What follows belongs to an exercise in optimizing a design on an open flow for small area, a short achievable clock period and few clock cycles per item; a production flow would make more cautious choices.
Only simulation tests tie the RTL to the original design; equivalence was not proved.
Power and IR drop assume default switching activity.

## row_mean_std_dev
module row_mean_std_dev (
  input  wire logic        clk,
  input  wire logic        rst_n,
  input  wire logic        cfg_valid,
  output logic             cfg_ready,
  input  wire logic [12:0] cfg_row_length,
  input  wire logic        in_valid,
  output logic             in_stall,
  input  wire logic [15:0] in_sample,
  output logic             out_valid,
  input  wire logic        out_stall,
  output logic [31:0]      out_row_mean,
  output logic [30:0]      out_row_std_dev
);
Size in the first run: about 3800 cells after synthesis, ~570 flip-flops, about 100 I/O pins.
export LEC_CHECK = 0
export CAP_MARGIN = 20
export CORE_MARGIN = 2
export CORE_UTILIZATION = 40
export CTS_CLUSTER_DIAMETER = 120
export CTS_CLUSTER_SIZE = 30
export PLACE_DENSITY = 0.6
export SLEW_MARGIN = 20
create_clock -name core_clock -period 11.0 [get_ports {clk}]
standard.sh (not shown) runs the stock make flow with config.mk's settings and CLKGATE_MAP_FILE= SYNTH_SCRIPT=/design/flow/synth_recipe.tcl, a recipe that flattens the netlist after the stock synthesis.
==> flow/flow/run.sh <==
#!/bin/bash
# The standard layout (standard.sh: ORFS from synthesis to finish with the
# unchanged scripts, config.mk and SDC), with a larger setup slack margin for
# ORFS's timing repair so that it also works on paths that already meet 11 ns.
set -euo pipefail
bash standard.sh SETUP_SLACK_MARGIN=7.6 finish > flow_make.log 2>&1
Testbench counts at the start, summed over its fixed seeds: cycles 72,899, rows 640.
Rerun with:
--- a/flow/flow/run.sh
+++ b/flow/flow/run.sh
@@ -6 +6 @@
-bash standard.sh SETUP_SLACK_MARGIN=7.6 finish > flow_make.log 2>&1
+bash standard.sh SETUP_SLACK_MARGIN=7.5 finish > flow_make.log 2>&1
CTS_CLUSTER_DIAMETER = unset   (was 120)
CTS_CLUSTER_SIZE = unset   (was 30)
- fmax drops by 1.2%
- cell area climbs by 2.2%
- sequential cell count stays the same
- sequential power hardly moves
- core utilization climbs by 1.0 points
- count of clock-buffer cells in the layout climbs by 64
- total power climbs by 13%
- global-route usage climbs by 0.63 points
Rerun with:
--- a/flow/flow/run.sh
+++ b/flow/flow/run.sh
@@ -6 +6 @@
-bash standard.sh SETUP_SLACK_MARGIN=7.5 finish > flow_make.log 2>&1
+bash standard.sh SETUP_SLACK_MARGIN=7.6 finish > flow_make.log 2>&1
CTS_CLUSTER_DIAMETER = 100   (was unset)
CTS_CLUSTER_SIZE = 24   (was unset)
Wire length fell by 1.3%; via count barely changes; fmax rose by 0.90%; final area is lower by 2.2%; global-route usage goes down by 0.65 points; non-clock buffer count went up by 66; worst hold slack gains 0.0069 ns; sequential cell count is unchanged; power went down by 11%; worst setup slack is better by 0.031 ns; clock power is lower by 48%.

row_mean_std_dev, a different RTL version from the one above (not shown whole).
Size: roughly 3900 cells after synthesis, ~610 flip-flops, ~100 I/O pins, roughly 0.038 sq mm of cells after synthesis.
// row_mean_std_dev
module row_mean_std_dev (
  input  wire logic        clk,
  input  wire logic        rst_n,
  input  wire logic        cfg_valid,
  output logic             cfg_ready,
  input  wire logic [12:0] cfg_row_length,
  input  wire logic        in_valid,
  output logic             in_stall,
  input  wire logic [15:0] in_sample,
  output logic             out_valid,
  input  wire logic        out_stall,
  output logic [31:0]      out_row_mean,
  output logic [30:0]      out_row_std_dev
);
  localparam logic [1:0] A_IDLE = 2'd0, A_WAIT = 2'd1, A_RUN = 2'd2, A_DONE = 2'd3;
  localparam logic [1:0] B_IDLE = 2'd0, B_RUN = 2'd1, B_OUT = 2'd2;
  logic rst;
  logic rst_q;
  assign rst = !rst_n;
  assign cfg_ready = 1'b1;
  logic [12:0] len_r, len_nxt;    
  logic [12:0] np_r, np_nxt;      
  logic        ends_r, ends_nxt;  
  logic        stall_r, stall_nxt;
  logic [1:0]  a_st_r, a_st_nxt;
  logic [1:0]  b_st_r, b_st_nxt;
  logic [4:0]  a_k_r;
  logic [5:0]  b_k_r;
  logic        accept;
  logic        row_end;
  logic        b_take;
  logic        cs_r;              
  logic        e1_r;              
  assign in_stall = stall_r;
  assign accept   = in_valid && !stall_r;
  assign row_end  = accept && ends_r;
  assign b_take   = (a_st_r == A_DONE) &&
                    ((b_st_r == B_IDLE) || (b_st_r == B_OUT && !out_stall));
  logic [12:0] np_inc;
  ...
export LEC_CHECK = 0
export CAP_MARGIN = 20
export CORE_MARGIN = 2
export CORE_UTILIZATION = 55
export PLACE_DENSITY = 0.75
export SLEW_MARGIN = 20
create_clock -name core_clock -period 11.0 [get_ports {clk}]
==> flow/flow/run.sh <==
#!/bin/bash
# The standard layout (standard.sh: ORFS from synthesis to finish with the
# unchanged scripts, config.mk and SDC), with a larger setup slack margin for
# ORFS's timing repair so that it also works on paths that already meet 11 ns.
set -euo pipefail
bash standard.sh SETUP_SLACK_MARGIN=7.5 finish > flow_make.log 2>&1
Testbench counts at the start, summed over its fixed seeds: cycles 75,298, rows 640.
==> next run, changes <==
Settings changed: CORE_UTILIZATION 55 to 40, CTS_BUF_LIST from default to sky130_fd_sc_hd__clkbuf_4, PLACE_DENSITY 0.75 to 0.6.
Outcome: Via count hardly moves; worst hold slack degrades by 0.033 ns; clock power falls by about 7%; combinational power falls by about 3%; clock-buffer cell count rises by 153; synthesized area stays the same; worst setup slack degrades by 0.39 ns; critical path depth is unchanged; total power falls by about 3%.

Starting RTL as in the previous note.
clock: 11.0 ns
lec_check: 0
cap_margin: 20
core_margin: 2
core_utilization: 40
place_density: 0.6
slew_margin: 20
==> flow/flow/run.sh <==
#!/bin/bash
# The standard layout (standard.sh: ORFS from synthesis to finish with the
# unchanged scripts, config.mk and SDC), with a larger setup slack margin for
# ORFS's timing repair so that it also works on paths that already meet 11 ns.
set -euo pipefail
bash standard.sh SETUP_SLACK_MARGIN=8.0 finish > flow_make.log 2>&1
Testbench counts at the start, summed over its fixed seeds: cycles 75,298, rows 640.
Then changed:
==> flow/run.sh (new file) <==
#!/bin/bash
# synth_recipe.tcl (not shown) runs the flow's synth.tcl, then flattens the netlist and writes it again
# the make line also repeats each setting of config.mk as NAME=value (left out here)
make -C /OpenROAD-flow-scripts/flow DESIGN_CONFIG=/design/flow/config.mk WORK_HOME=/design/flow/orfs CLKGATE_MAP_FILE= SYNTH_SCRIPT=/design/flow/synth_recipe.tcl finish
removed: flow/flow/run.sh
removed: flow/standard.sh
What happened: Power fell by 9.9%. Fmax fell by 21%. Hold slack degrades by 6.4 ps. Die area is unchanged. Combinational power fell by about 20%. Non-clock buffer count fell by 249. Setup slack degrades by 900 ps. Flip-flop and latch count does not change. Cell count fell by 4.6%. Wire length fell by 12%. Design area fell by 9.4%.
Then changed:
==> flow/flow/run.sh (new file) <==
#!/bin/bash
# The standard layout (standard.sh: ORFS from synthesis to finish with the
# unchanged scripts, config.mk and SDC), with a larger setup slack margin for
# ORFS's timing repair so that it also works on paths that already meet 11 ns.
set -euo pipefail
bash standard.sh SETUP_SLACK_MARGIN=7.5 finish > flow_make.log 2>&1
==> flow/standard.sh (new file) <==
#!/bin/bash
# synth_recipe.tcl (not shown) runs the flow's synth.tcl, then flattens the netlist and writes it again
# the make line also repeats each setting of config.mk as NAME=value (left out here)
make -C /OpenROAD-flow-scripts/flow DESIGN_CONFIG=/design/flow/config.mk WORK_HOME=/design/flow/orfs CLKGATE_MAP_FILE= SYNTH_SCRIPT=/design/flow/synth_recipe.tcl "${@:-finish}"
removed: flow/run.sh
What happened: The changed run passed the timing, design-rule and antenna checks; core utilization grows by 1.5 points; design area grows by a few percent; non-clock buffer count grows by 98; count of clock-buffer cells in the layout shrinks by 4; routed wire length grows by a few percent; cell count grows slightly; synthesized area is unchanged; total power grows by a few percent; sequential cell count is unchanged; sequential share of layout area shrinks by 0.97 points; global-route usage grows by 0.86 points.

The RTL this note starts from:
==> flow/design.v <==
`default_nettype none
module row_mean_std_dev (
  input  wire logic        clk,
  input  wire logic        rst_n,
  input  wire logic        cfg_valid,
  output logic             cfg_ready,
  input  wire logic [12:0] cfg_row_length,
  input  wire logic        in_valid,
  output logic             in_stall,
  input  wire logic [15:0] in_sample,
  output logic             out_valid,
  input  wire logic        out_stall,
  output logic [31:0]      out_row_mean,
  output logic [30:0]      out_row_std_dev
);
  localparam logic [1:0] A_IDLE = 2'd0, A_WAIT = 2'd1, A_RUN = 2'd2, A_DONE = 2'd3;
  localparam logic [1:0] B_IDLE = 2'd0, B_RUN = 2'd1, B_OUT = 2'd2;
  logic rst;
  assign rst = !rst_n;
  assign cfg_ready = 1'b1;
  logic [12:0] len_r;     
  logic [12:0] np_r;      
  logic        ends;
  logic        a_free;
  logic        accept;
  logic        row_end;
  logic [15:0] x_r;       
  logic [31:0] pp_r;      
  logic [15:0] pm_r;      
  logic [27:0] s_acc_r;
  logic [43:0] q_acc_r;
  logic        e1_r;      
  logic        cs_r;      
  logic        cq_r;      
  assign ends     = (np_r >= len_r) || (len_r[12] && np_r[12]);
  assign in_stall = ends && !a_free;
  assign accept   = in_valid && !in_stall && rst_n;
  assign row_end  = accept && ends;
  always_ff @(posedge clk) begin
    if (rst) begin
      len_r <= 13'd1024;
      np_r  <= 13'd1;
    end else begin
      if (cfg_valid) len_r <= cfg_row_length;
      if (accept) np_r <= ends ? 13'd1 : np_r + 13'd1;
    end
  end
  always_ff @(posedge clk) begin
    x_r     <= accept ? in_sample : 16'd0;
    pp_r    <= {16'(x_r[15:8] * x_r[15:8]), 16'(x_r[7:0] * x_r[7:0])};
    pm_r    <= x_r[15:8] * x_r[7:0];
    s_acc_r <= (cs_r ? 28'd0 : s_acc_r) + {12'd0, x_r};
    q_acc_r <= (cq_r ? 44'd0 : q_acc_r) + {12'd0, pp_r} + {19'd0, pm_r, 9'd0};
    e1_r    <= row_end;
    cs_r    <= rst || e1_r;
    cq_r    <= cs_r;
  end
  logic [1:0]  a_st_r;
  logic [5:0]  a_k_r;
  logic [12:0] a_n_r;
  logic [27:0] a_s_r;
  logic [53:0] a_q_r;
  logic [53:0] a_acc_r;
  logic        a_ph1;
  logic        a_bit;
  logic [53:0] a_base;
  logic [53:0] a_add;
  logic [53:0] a_sum;
  logic        b_take;
  logic [1:0]  b_st_r;
  assign a_free = (a_st_r == A_IDLE) || (a_st_r == A_DONE && b_st_r == B_IDLE);
  assign b_take = (a_st_r == A_DONE) && (b_st_r == B_IDLE);
  logic a_ph1_r, a_bit_r;
  assign a_ph1  = a_ph1_r;
  assign a_bit  = a_bit_r;
  assign a_base = a_ph1 ? {a_acc_r[52:0], 1'b0} : a_acc_r;
  assign a_add  = !a_bit ? 54'd0 : (a_ph1 ? ~{26'd0, a_s_r} : a_q_r);
  assign a_sum  = a_base + a_add + {53'd0, a_ph1 && a_bit};
  always_ff @(posedge clk) begin
    if (rst) begin
      a_st_r <= A_IDLE;
    end else begin
      case (a_st_r)
        A_IDLE: if (row_end) a_st_r <= A_WAIT;
        A_WAIT: if (cs_r) a_st_r <= A_RUN;
        A_RUN:  if (a_k_r == 6'd40) a_st_r <= A_DONE;
        A_DONE: if (b_take) a_st_r <= row_end ? A_WAIT : A_IDLE;
        default: a_st_r <= A_IDLE;
      endcase
    end
  end
  always_ff @(posedge clk) begin
    if (row_end) a_n_r <= np_r;
    if (a_st_r == A_WAIT) begin
      a_s_r   <= s_acc_r;
      a_acc_r <= 54'd0;
      a_k_r   <= 6'd0;
      a_ph1_r <= 1'b1;
      a_bit_r <= s_acc_r[27];
    end else if (a_st_r == A_RUN) begin
      a_acc_r <= a_sum;
      a_k_r   <= a_k_r + 6'd1;
      a_ph1_r <= (a_k_r < 6'd27);
      a_bit_r <= (a_k_r < 6'd27) ? a_s_r[5'd26 - a_k_r[4:0]] : a_n_r[4'(a_k_r - 6'd27)];
    end
    if (cq_r) a_q_r <= 54'(q_acc_r);
    else if (a_st_r == A_RUN && !a_ph1) a_q_r <= {a_q_r[52:0], 1'b0};
  end
  logic [5:0]  b_k_r;
  logic [12:0] b_n_r;
  logic [11:0] b_rm_r;    
  logic [31:0] b_mq_r;    
  logic [53:0] b_rad_r;   
  logic [43:0] b_rem_r;   
  logic [42:0] b_root_r;
  logic [11:0] b_rs_r;    
  logic [30:0] b_sq_r;    
  logic [45:0] r_sh;
  logic [44:0] r_trial;
  logic [45:0] r_diff;
  logic        r_ge;
  logic [12:0] m_sh;
  logic [13:0] m_diff;
  logic        m_ge;
  logic [12:0] d_sh;
  logic [13:0] d_diff;
  logic        d_ge;
  assign r_sh    = {b_rem_r, b_rad_r[53:52]};
  assign r_trial = {b_root_r[42:0], 2'b01};
  assign r_diff  = r_sh - 46'(r_trial);
  assign r_ge    = !r_diff[45];
  assign m_sh    = {b_rm_r, b_mq_r[31]};
  assign m_diff  = {1'b0, m_sh} - {1'b0, b_n_r};
  assign m_ge    = !m_diff[13];
  assign d_sh    = {b_rs_r, b_root_r[0]};
  assign d_diff  = {1'b0, d_sh} - {1'b0, b_n_r};
  assign d_ge    = !d_diff[13];
  always_ff @(posedge clk) begin
    if (rst) begin
      b_st_r <= B_IDLE;
    end else begin
      case (b_st_r)
        B_IDLE: if (b_take) b_st_r <= B_RUN;
        B_RUN:  if (b_k_r == 6'd43) b_st_r <= B_OUT;
        B_OUT:  if (!out_stall) b_st_r <= B_IDLE;
        default: b_st_r <= B_IDLE;
      endcase
    end
  end
  always_ff @(posedge clk) begin
    if (b_take) begin
      b_k_r    <= 6'd0;
      b_n_r    <= a_n_r;
      b_rm_r   <= a_s_r[27:16];
      b_mq_r   <= {a_s_r[15:0], 16'd0};
      b_rad_r  <= a_acc_r;
      b_rem_r  <= 44'd0;
      b_root_r <= 43'd0;
      b_rs_r   <= 12'd0;
    end else if (b_st_r == B_RUN) begin
      b_k_r    <= b_k_r + 6'd1;
      b_rad_r  <= {b_rad_r[51:0], 2'b00};
      b_rem_r  <= r_ge ? r_diff[43:0] : r_sh[43:0];
      b_root_r <= {b_root_r[41:0], r_ge};
      b_rs_r   <= d_ge ? d_diff[11:0] : d_sh[11:0];
      b_sq_r   <= {b_sq_r[29:0], d_ge};
      if (b_k_r < 6'd32) begin
        b_rm_r <= m_ge ? m_diff[11:0] : m_sh[11:0];
        b_mq_r <= {b_mq_r[30:0], m_ge};
      end
    end
  end
  assign out_valid       = (b_st_r == B_OUT);
  assign out_row_mean    = b_mq_r;
  assign out_row_std_dev = b_sq_r;
endmodule
`default_nettype wire
export LEC_CHECK = 0
export CAP_MARGIN = 20
export CORE_MARGIN = 2
export CORE_UTILIZATION = 40
export PLACE_DENSITY = 0.6
export SLEW_MARGIN = 20
create_clock -name core_clock -period 11.0 [get_ports {clk}]
==> flow/flow/run.sh <==
#!/bin/bash
set -euo pipefail
bash standard.sh SETUP_SLACK_MARGIN=7.5 finish > flow_make.log 2>&1
The starting point ran to the end with no violations.
Testbench counts at the start, summed over its fixed seeds: cycles 76,293, rows 640.
Then changed:
==> flow/run.sh (new file) <==
#!/bin/bash
# synth_recipe.tcl (not shown) runs the flow's synth.tcl, then flattens the netlist and writes it again
# the make line also repeats each setting of config.mk as NAME=value (left out here)
make -C /OpenROAD-flow-scripts/flow DESIGN_CONFIG=/design/flow/config.mk WORK_HOME=/design/flow/orfs CLKGATE_MAP_FILE= SYNTH_SCRIPT=/design/flow/synth_recipe.tcl finish
removed: flow/flow/run.sh
removed: flow/standard.sh
Count of clock-buffer cells in the layout came out higher by 9. Worst setup slack loses 0.88 ns. Power came out lower by 11%. Final area came out lower by 10%. Sequential share of layout area came out higher by 3.2 points. Area after synthesis stays the same. Flip-flop and latch count does not change. Maximum frequency came out lower by about 15%. Non-clock buffer count came out lower by 224. Global-route usage came out lower by 1.1 points.

[what the ideal ports hide]
The results above use ideal ports. As a check the final layouts listed here were re-extracted and re-timed, cells and wires unchanged.
Step 1, drivers: a clkbuf_16 drives clk and a buf_2 each remaining input, both assumed.
Step 2 adds t to the input delays and takes it off the output delays; t is the mean of the earliest and latest rising clock arrival at the registers after step 1. Input paths then give back, and output paths get back, about the clock's delay inside the block.
a / b / c = ideal / step 1 / step 2; a / b = the first two.
run	t (ns)	slack for setup (ns)	clock arrival spread, ns	cell pins on the clock port's net
the first run of note 1	0.673	7.571 / 7.502 / 7.119	0.019 / 0.019	1
the second run of note 1	0.678	7.529 / 7.460 / 6.935	0.025 / 0.025	1
the third run of note 1	0.678	7.560 / 7.496 / 7.117	0.038 / 0.038	1
the first run of note 2	0.677	7.518 / 7.456 / 6.932	0.036 / 0.037	1
the second run of note 2	1.107	7.126 / 7.065 / 6.495	0.082 / 0.082	1
the first run of note 3	0.701	7.528 / 7.457 / 7.071	0.028 / 0.029	1
the second run of note 3	0.679	6.626 / 6.667 / 5.988	0.036 / 0.035	1
the third run of note 3	0.685	7.525 / 7.456 / 6.872	0.037 / 0.038	1
the first run of note 4	0.675	6.165 / 6.105 / 6.641	0.042 / 0.043	1
the second run of note 4	0.678	5.283 / 5.220 / 5.802	0.023 / 0.022	1
After both steps every run listed still meets setup and hold. For the third run of note 3, which loses most, drivers alone change the setup slack by -0.069 ns; drivers and shift together by -0.653 ns.
